Context: an optimization exercise on an open-source flow, tuned for small area. The choices shown serve that exercise and are no tape-out recipe. In this exercise RTL edits were held to simulation tests only and were not proved equivalent to the original. Power figures rest on the tool's default switching activity, not on a simulated workload.

`flow/config.mk`:
```
export PLATFORM = sky130hd
export DESIGN_NAME = pwm_duty_temperature_converter_top
export DESIGN_NICKNAME = pwm_duty_temperature_converter_top
export VERILOG_FILES = /design/flow/design.v
export SDC_FILE = /design/flow/constraint.sdc
export NUM_CORES = 4
export LEC_CHECK = 0
export ABC_AREA = 1
export CAP_MARGIN = 20
export CORE_MARGIN = 2
export CORE_UTILIZATION = 40
export SLEW_MARGIN = 20
```
`flow/constraint.sdc`:
```
create_clock -name core_clock -period 10.0 [get_ports {clk}]
set_input_delay 2.0000 -clock core_clock [delete_from_list [all_inputs] [get_ports {clk}]]
set_output_delay 2.0000 -clock core_clock [all_outputs]
set_load 0.01 [all_outputs]
```
`flow/design.v`:
```
`timescale 1ns / 1ps
module pwm_duty_temperature_converter_top (
  input  logic               clk,
  input  logic               rst_n,
  input  logic               in_valid,
  output logic               in_stall,
  input  logic               in_pin_level,
  output logic               out_valid,
  input  logic               out_stall,
  output logic signed [14:0] out_temperature_centi,
  output logic [12:0]        out_voltage_mv,
  output logic [2:0]         out_segment,
  input  logic               cfg_valid,
  output logic               cfg_ready,
  input  logic [2:0]         cfg_index,
  input  logic [15:0]        cfg_wdata
);
  localparam logic [3:0] S_RST  = 4'd0,  S_CNT  = 4'd1,  S_VCMP = 4'd2,  S_HORN = 4'd3,
                         S_DIV  = 4'd4,  S_VPK  = 4'd5,  S_TSW  = 4'd6,  S_TS   = 4'd7,
                         S_TN   = 4'd8,  S_TD   = 4'd9,  S_TOV  = 4'd10, S_TC   = 4'd11,
                         S_TCMP = 4'd12, S_TCL  = 4'd13, S_DISP = 4'd14;
  localparam logic [15:0] W_RST  = 16'd40000;
  localparam logic [95:0] BX_RST = {16'd11312, 16'd20964, 16'd28817,
                                    16'd35015, 16'd39705, 16'd43133};
  localparam logic [127:0] BASE  = {16'd0, 16'd0, 16'd6000, 16'd5000,
                                    16'd4000, 16'd3000, 16'd2000, 16'd1000};
  localparam logic [13:0] M_V = 14'd10000;    
  localparam logic [10:0] M_T = 11'd2000;
  logic [3:0]  st;
  logic [3:0]  cnt;
  logic        tph;
  logic [4:0]  ph;
  logic [2:0]  wc;
  logic [15:0] wr, hr, sr;
  logic [95:0] br;
  logic [31:0] acc;
  logic        c, dly, e, cs, ch, zc, act, cw;
  logic        vcl, sn, sd, dz, ovf, ct, clamp;
  logic [2:0]  k;
  wire [3:0] p    = ph[3:0];
  wire       wend = (p == 4'd15);
  wire       pend = (ph == 5'd31);
  wire       lo   = ~ph[4];
  wire w0 = wr[0];
  wire h0 = hr[0];
  wire s0 = sr[0];
  wire a0 = acc[0];
  wire bA = br[0];
  wire bB = br[16] & (wc != 3'd5);
  wire sb   = s0 & ~zc;
  wire hb   = h0 & ~zc;
  wire snew = sb ^ cs;
  wire hnew = hb ^ ch;
  wire m_bit = tph ? M_T[4'd10 - cnt] : M_V[4'd13 - cnt];
  wire sub   = ~e;
  wire es    = sub ^ sd;
  wire neg   = (sn ^ sd) & ~dz;
  wire kmatch = (wc == k);
  wire kpass  = (wc[2:1] == k[2:1]);
  wire [15:0] cmpk = neg ? 16'hF830 : 16'h2EE1;
  wire [15:0] clk_ = neg ? 16'hF830 : 16'h2EE0;
  logic x, y, init, ival;
  wire  cin  = init ? ival : c;
  wire  sum  = x ^ y ^ cin;
  wire  cout = (x & y) | (x & cin) | (y & cin);
  logic acc_in, hr_in, sr_in;
  always_comb begin
    x      = 1'b0;
    y      = 1'b0;
    init   = 1'b0;
    ival   = 1'b0;
    acc_in = a0;
    hr_in  = h0;
    sr_in  = s0;
    case (st)
      S_CNT: begin
        x    = snew;
        y    = ~w0;
        init = (p == 4'd0);
        ival = 1'b1;
        if (act) begin
          sr_in = snew;
          hr_in = hnew;
        end
      end
      S_VCMP: begin
        x    = h0;
        y    = ~w0;
        init = (ph == 5'd16);
        ival = 1'b1;
      end
      S_HORN: begin
        x    = (cnt == 4'd0 || ph == 5'd0) ? 1'b0 : dly;
        y    = m_bit & lo & (tph ? (h0 ^ sn) : (vcl ? w0 : h0));
        init = (ph == 5'd0);
        ival = tph & m_bit & sn;
        acc_in = sum;
      end
      S_DIV: begin
        if (lo) begin
          x = (ph == 5'd0) ? ~e : dly;
          init = (ph == 5'd0);
          ival = 1'b0;
        end else begin
          x = dly;
          y = (tph ? h0 : w0) ^ es;
          init = (ph == 5'd16);
          ival = es;
        end
        acc_in = sum;
      end
      S_TOV: begin
        x    = a0;
        y    = h0 ^ es;
        init = (ph == 5'd16);
        ival = es;
        if (!lo) acc_in = sum;
      end
      S_VPK: begin
        x    = a0 & (p != 4'd15);
        init = (ph == 5'd0);
        ival = ~e;
        if (lo) sr_in = sum;
      end
      S_TS, S_TN, S_TD: begin
        x    = bA;
        y    = ~((st == S_TD) ? bB : h0);
        init = (p == 4'd0);
        ival = (st != S_TS);
        if (st != S_TS && kmatch) hr_in = sum;
      end
      S_TC: begin
        x    = BASE[{k, p}];
        y    = (~dz & a0 & (p != 4'd15)) ^ neg;
        init = (ph == 5'd0);
        ival = (~dz & ~e) ^ neg;
        acc_in = lo ? sum : s0;
      end
      S_TCMP: begin
        x    = a0;
        y    = ~cmpk[p];
        init = (ph == 5'd0);
        ival = 1'b1;
      end
      S_TCL: begin
        if (lo && clamp) acc_in = clk_[p];
      end
      default: ;
    endcase
  end
  wire cnt_st   = (st == S_CNT);
  wire close_now = act & cout;
  wire can_acc  = cnt_st & wend & ~cw & ~close_now;
  wire accept   = can_acc & in_valid;
  wire cmatch   = (cfg_index == 3'd0) | (cfg_index == 3'd7) | (wc == cfg_index - 3'd1);
  wire wr_w     = cnt_st & cw & (cfg_index == 3'd0);
  wire wr_b     = cnt_st & cw & (cfg_index != 3'd0) & (wc == cfg_index - 3'd1);
  wire wbit     = cfg_wdata[p] | ((p == 4'd0) & (cfg_wdata == 16'd0));
  assign in_stall  = ~can_acc;
  assign cfg_ready = cnt_st & cw & wend & cmatch;
  assign out_valid = (st == S_DISP);
  assign out_temperature_centi = acc[14:0];
  assign out_voltage_mv        = acc[28:16];
  assign out_segment           = k;
  always_ff @(posedge clk) begin
    wr  <= {(st == S_RST) ? W_RST[p] : (wr_w ? wbit : w0), wr[15:1]};
    br  <= {(st == S_RST) ? BX_RST[{wc, p}] : (wr_b ? cfg_wdata[p] : bA), br[95:1]};
    hr  <= {hr_in, hr[15:1]};
    sr  <= {sr_in, sr[15:1]};
    dly <= a0;
    c   <= cout;
  end
  always_ff @(posedge clk) begin
    if (st != S_DISP) acc <= {acc_in, acc[31:1]};
  end
  always_ff @(posedge clk) begin
    if (!rst_n) begin
      st  <= S_RST;
      ph  <= 5'd0;
      wc  <= 3'd0;
      zc  <= 1'b1;
      act <= 1'b0;
      cw  <= 1'b0;
      tph <= 1'b0;
    end else begin
      ph <= ph + 5'd1;
      if (wend) wc <= (wc == 3'd5) ? 3'd0 : wc + 3'd1;
      case (st)
        S_RST: if (wend && wc == 3'd5) st <= S_CNT;
        S_CNT: begin
          if (wend) begin
            act <= accept;
            if (act) zc <= cout;
            if (close_now) begin
              st  <= S_VCMP;
              tph <= 1'b0;
            end
            if (cw && cmatch) cw <= 1'b0;
            else if (cfg_valid && !close_now) cw <= 1'b1;
          end
          if (accept) begin
            cs <= 1'b1;
            ch <= in_pin_level;
          end else if (act) begin
            cs <= sb & cs;
            ch <= hb & ch;
          end
        end
        S_VCMP: begin
          e  <= 1'b0;
          sd <= 1'b0;
          if (pend) begin
            vcl <= cout;
            st  <= S_HORN;
            cnt <= 4'd0;
          end
        end
        S_HORN: if (pend) begin
          cnt <= cnt + 4'd1;
          if (cnt == (tph ? 4'd10 : 4'd13)) begin
            st  <= tph ? S_TD : S_DIV;
            cnt <= 4'd0;
          end
        end
        S_DIV: if (pend) begin
          e   <= a0 ^ sub ^ cout;
          cnt <= cnt + 4'd1;
          if (cnt == 4'd15) st <= tph ? S_TC : S_VPK;
        end
        S_VPK: if (pend) begin
          st  <= S_TSW;
          tph <= 1'b1;
        end
        S_TSW: begin
          k <= 3'd5;
          if (pend && wc == 3'd5) st <= S_TS;
        end
        S_TS: begin
          if (wend && wc != 3'd0 && !cout && k == 3'd5) k <= wc - 3'd1;
          if (pend && wc == 3'd5) st <= S_TN;
        end
        S_TN: begin
          if (wend && kmatch) sn <= ~cout;
          if (pend && kpass) begin
            st  <= S_HORN;
            cnt <= 4'd0;
          end
        end
        S_TD: begin
          e <= 1'b0;
          if (kmatch) dz <= ((p == 4'd0) | dz) & ~sum;
          if (wend && kmatch) sd <= ~cout;
          if (pend && kpass) st <= S_TOV;
        end
        S_TOV: if (pend) begin
          e   <= ~cout;
          ovf <= cout;
          st  <= S_DIV;
          cnt <= 4'd0;
        end
        S_TC: begin
          if (ph == 5'd15) ct <= cout;
          if (pend) st <= S_TCMP;
        end
        S_TCMP: begin
          if (ph == 5'd15)
            clamp <= (ovf & ~dz) | (neg ? (~ct & ~cout) : (ct | cout));
          if (pend) st <= S_TCL;
        end
        S_TCL: if (pend) st <= S_DISP;
        S_DISP: if (!out_stall) st <= S_CNT;
        default: st <= S_RST;
      endcase
    end
  end
endmodule
```
`flow/run.sh`:
```
#!/bin/bash
# synth_recipe.tcl (not shown) runs the flow's synth.tcl, then flattens the netlist and writes it again
# the make line also repeats each setting of config.mk as NAME=value (left out here)
make -C /OpenROAD-flow-scripts/flow DESIGN_CONFIG=/design/flow/config.mk WORK_HOME=/design/flow/orfs CLKGATE_MAP_FILE= SYNTH_SCRIPT=/design/flow/synth_recipe.tcl finish
```
==> results_dict.tcl <==
set metrics [dict create \
    via_count 5199 \
    timing.hold.worst.class "flip-flop to flip-flop" \
    dr.pass1.iters 4 \
    status "finished clean" \
    peakVddDrop_uv 122 \
    power-per-cell-area_nw_per_um2 276 \
    finalClockSkew_ps 8.83 \
    setup_total_negative_slack_ps 0 \
    yosysSeqAreaShare_pct 61.5 \
    synth.ff_latch_count 211 \
    antenna_cells_inserted 0 \
    start_util_pct 40.8 \
    detail-route-antenna-nets 0 \
    synth_cells 786 \
    wire_length_of_the_first_global_routing_pass_um 25600 \
    final_hold_viol_count 0 \
    instances_no_fill 1079 \
    crit_fanout 16 \
    syn_to_final_growth_pct 17.7 \
    min_path_cells 0 \
    yosys-top-cells-area "sky130_fd_sc_hd__dfxtp_1, sky130_fd_sc_hd__edfxtp_1, sky130_fd_sc_hd__nand2_1, sky130_fd_sc_hd__ha_1, sky130_fd_sc_hd__inv_1" \
    report.final.slew_viol_count 0 \
    floorplan.die.height_um 142 \
    htreeDepth 1 \
    routed_wirelength_normalized_by_instance_count_um 14.8 \
    netlist.area_leader.share_pct 42.3 \
    nets 886 \
    design_power_total_mw 2.49 \
    synth-main-ff-cell "sky130_fd_sc_hd__dfxtp_1" \
    critical_path_required_ps 8000 \
    cell_internal_pwr_mw 1.79 \
    final.fill_count 1782 \
    p_sw_mw 0.699 \
    synth_cell_type_count 39 \
    p_leak_nw 3.87 \
    grt_use_total_pct 16.0 \
    hold_ws_ps 322 \
    place.detailed.hpwl_um 11400 \
    pwr-share-seq_pct 48.5 \
    buffers_from_clock_root_to_sink_at_most 3 \
    timing.max_cap.violations 0 \
    global_route.overflow_total 0 \
    met2RoutedLength_um 6810 \
    totalWireLength_um 15900 \
    share_of_the_clock_period_used_by_the_worst_path_after_layout_pct 63.3 \
    layout_min_cycle_time_ps 6330 \
    post_cts_buffers 0 \
    insertion_delay_ps 500 \
    worst_slew_margin_rel_pct 50.1 \
    timing.final.setup_violations 0 \
    synth_nets 843 \
    die_width_um 142 \
    netlist_area_sq_um 7660 \
    postLayoutSetupSlackWorst_ps 3670 \
    place_congestion 0.939 \
    worst-slew-pin-transition_ps 748 \
    worst-endpoint-arrival_ps 4330 \
    number_of_global_route_vias_before_repair 4957 \
    port-buffer-count 58 \
    cts-resized-gates 0 \
    top_layer "met4" \
    ys.warnings.count 1 \
    clkPwrFrac_pct 32.1 \
    initial_antenna_violation_count 0 \
    timing.setup.critical_path_class "flip-flop to output port" \
    worst_setup_path_end_kind "output port" \
    maxClockFrequency_mhz 158 \
    std_cell_rows 50 \
    floorplan.core_area_sq_um 18800 \
    met3_length_um 970 \
    tritoncts_clock_tree "done" \
    total_non_filler_cell_area_in_the_finished_layout_sq_um 9020 \
    comb_power_share_pct 19.4 \
    holdBufCountCts 0 \
    post-place-ws_ps 3880 \
    final_layout_size_suffix_gt1_share_pct 5.33 \
    async_reset_ff_share_pct 0 \
    drt_first_iter_violations 293 \
    count_of_flip_flops_with_a_built_in_enable_after_synthesis 49 \
    drcViolationCount 0 \
    clkTransAtPathRegs_ps 60 \
    die_area_sq_um 20300 \
    dpl-instance-area_sq_um 8290 \
    unrepaired_setup_endpoints_after_global_routing "no" \
    r2r.worst_path.cells 14 \
    synthesis.area_per_instance_sq_um 9.75 \
    detail_route.vias_per_cell 4.82 \
    critical_path.startpoint_type "flip-flop" \
    ioPinCount 59 \
    clock_tree_root_buffer_cell "sky130_fd_sc_hd__clkbuf_16" \
    p_sw_share_pct 28.1 \
    post-route-util_pct 48.1 \
    tritoncts.num_buffers 22 \
    cts_num_sinks 211 \
    netlist.top_cell.by_area "sky130_fd_sc_hd__dfxtp_1" \
    grt_start_max_net_pins 33 \
    met1_length_um 7530 \
    placed_cells_incl_taps 1039 \
]
## routing by layer
layer	vias to the layer above	track usage, %
li1	2620	-
met4	0	6.72
met5	-	0
met2	162	25.0
met3	37	3.03
met1	2380	21.8
## state kept, by name, indices dropped and copies added, names as in the netlist, 3 cells and up
signal	flops
acc	32
br	96
cnt	4
hr	16
k	3
ph	5
sr	16
st	4
wc	3
wr	16
## power groups by stage
stage	logic (mW)	clock network, mW	registers [mW]
finish	0.484	0.798	1.21
global route	0.538	0.856	1.23
floorplan	0.355	0	1.19
global placement	0.481	0	1.22
detailed placement	0.478	0	1.23
CTS	0.480	0.821	1.21
## worst max-delay path: stages (launching register included)
cell and delay [ps]:
sky130_fd_sc_hd__dfxtp_1 670, sky130_fd_sc_hd__clkinv_1 500, sky130_fd_sc_hd__ha_1 410, sky130_fd_sc_hd__nand3_1 180, sky130_fd_sc_hd__inv_1 130, sky130_fd_sc_hd__nand2_1 90, sky130_fd_sc_hd__inv_1 50, sky130_fd_sc_hd__nand2_1 60
sky130_fd_sc_hd__a21oi_1 60, sky130_fd_sc_hd__nor2_1 100, sky130_fd_sc_hd__nand3_1 110, sky130_fd_sc_hd__fa_1 620, sky130_fd_sc_hd__nand2_1 230, sky130_fd_sc_hd__nand3_1 110, sky130_fd_sc_hd__clkdlybuf4s50_1 500
## synth_stat cells, types with 2 or more instances
master                       n
sky130_fd_sc_hd__a211oi_1    3
sky130_fd_sc_hd__a21oi_1    28
sky130_fd_sc_hd__a22oi_1     2
sky130_fd_sc_hd__a31oi_1     3
sky130_fd_sc_hd__buf_2       4
sky130_fd_sc_hd__buf_4      28
sky130_fd_sc_hd__clkbuf_1    8
sky130_fd_sc_hd__dfxtp_1   162
sky130_fd_sc_hd__edfxtp_1   49
sky130_fd_sc_hd__ha_1       31
sky130_fd_sc_hd__inv_1      85
sky130_fd_sc_hd__nand2_1   149
sky130_fd_sc_hd__nand3_1    42
sky130_fd_sc_hd__nand3b_1    2
sky130_fd_sc_hd__nand4_1    11
sky130_fd_sc_hd__nor2_1     83
sky130_fd_sc_hd__nor2_2      3
sky130_fd_sc_hd__nor3_1     13
sky130_fd_sc_hd__nor4_1      3
sky130_fd_sc_hd__o211ai_1    7
sky130_fd_sc_hd__o21ai_0    38
sky130_fd_sc_hd__xnor2_1     5
sky130_fd_sc_hd__xor2_1     11
## cells by family (layout without fill, tap and decap cells)
family	Yosys count	after routing	synth area share, %
mux	1	1	0.131
buf+inv	128	187	7.72
simple gates	310	310	17.0
fa+ha+maj	32	32	5.32
compound gates	88	88	6.50
flops	211	211	61.5
xor+xnor	16	16	1.83
## worst paths after layout
kind | slack [ps] | from | end
setup reg to reg | 5740 | ph[0] | cs
hold / removal | 320 | br[8] | br[7]
hold reg to reg | 320 | br[8] | br[7]
setup / recovery | 3670 | ph[0] | in_stall
## area by class of cell
class / instances / area (sq um) / share of cell area [%]
Clock inverter: 7 / 60.1 / 0.666
Inverter: 87 / 327 / 3.62
Tap cell: 234 / 293 / 3.25
Timing Repair Buffer: 60 / 596 / 6.60
Sequential cell: 211 / 4710 / 52.3
Clock buffer: 33 / 674 / 7.48
Multi-Input combinational cell: 447 / 2360 / 26.1
## placed cells by master (no fill, tap or decap), types with 3 or more instances in the layout
| master | instances |
|---|---|
| sky130_fd_sc_hd__clkdlybuf4s50_1 | 58 |
| sky130_fd_sc_hd__nor3_1 | 13 |
| sky130_fd_sc_hd__clkbuf_16 | 24 |
| sky130_fd_sc_hd__inv_1 | 85 |
| sky130_fd_sc_hd__edfxtp_1 | 49 |
| sky130_fd_sc_hd__a31oi_1 | 3 |
| sky130_fd_sc_hd__clkbuf_8 | 4 |
| sky130_fd_sc_hd__clkinv_2 | 3 |
| sky130_fd_sc_hd__nor4_1 | 3 |
| sky130_fd_sc_hd__nand3_1 | 42 |
| sky130_fd_sc_hd__nand4_1 | 11 |
| sky130_fd_sc_hd__clkbuf_1 | 5 |
| sky130_fd_sc_hd__o21ai_0 | 38 |
| sky130_fd_sc_hd__a211oi_1 | 3 |
| sky130_fd_sc_hd__xnor2_1 | 5 |
| sky130_fd_sc_hd__xor2_1 | 11 |
| sky130_fd_sc_hd__ha_1 | 31 |
| sky130_fd_sc_hd__dfxtp_1 | 162 |
| sky130_fd_sc_hd__nand2_1 | 149 |
| sky130_fd_sc_hd__a21oi_1 | 28 |
| sky130_fd_sc_hd__nor2_1 | 83 |
| sky130_fd_sc_hd__nor2_2 | 3 |
| sky130_fd_sc_hd__o211ai_1 | 7 |

[port drivers added, routing unchanged]
The flow's constraints put no driver on any port. The routed layout listed below was extracted and timed again, unchanged, in two steps.
Step 1 sets driving cells, clkbuf_16 on the clock port and buf_2 on the other inputs (assumed; they add their load-dependent delay and slew).
Step 2 also shifts input and output timing later by t, the mid clock arrival at the registers, as if the neighbouring blocks saw the same clock.
Slacks: no drivers / after step 1 / after step 2; pairs: no drivers / after step 1.
t (ns): 0.541
setup WS [ns]: 3.666 / 3.622 / 3.831
worst setup path at the end: input to output
After both steps this run still meets setup and hold. The setup slack of this run moves by -0.044 ns with the drivers and by +0.165 ns with both steps.
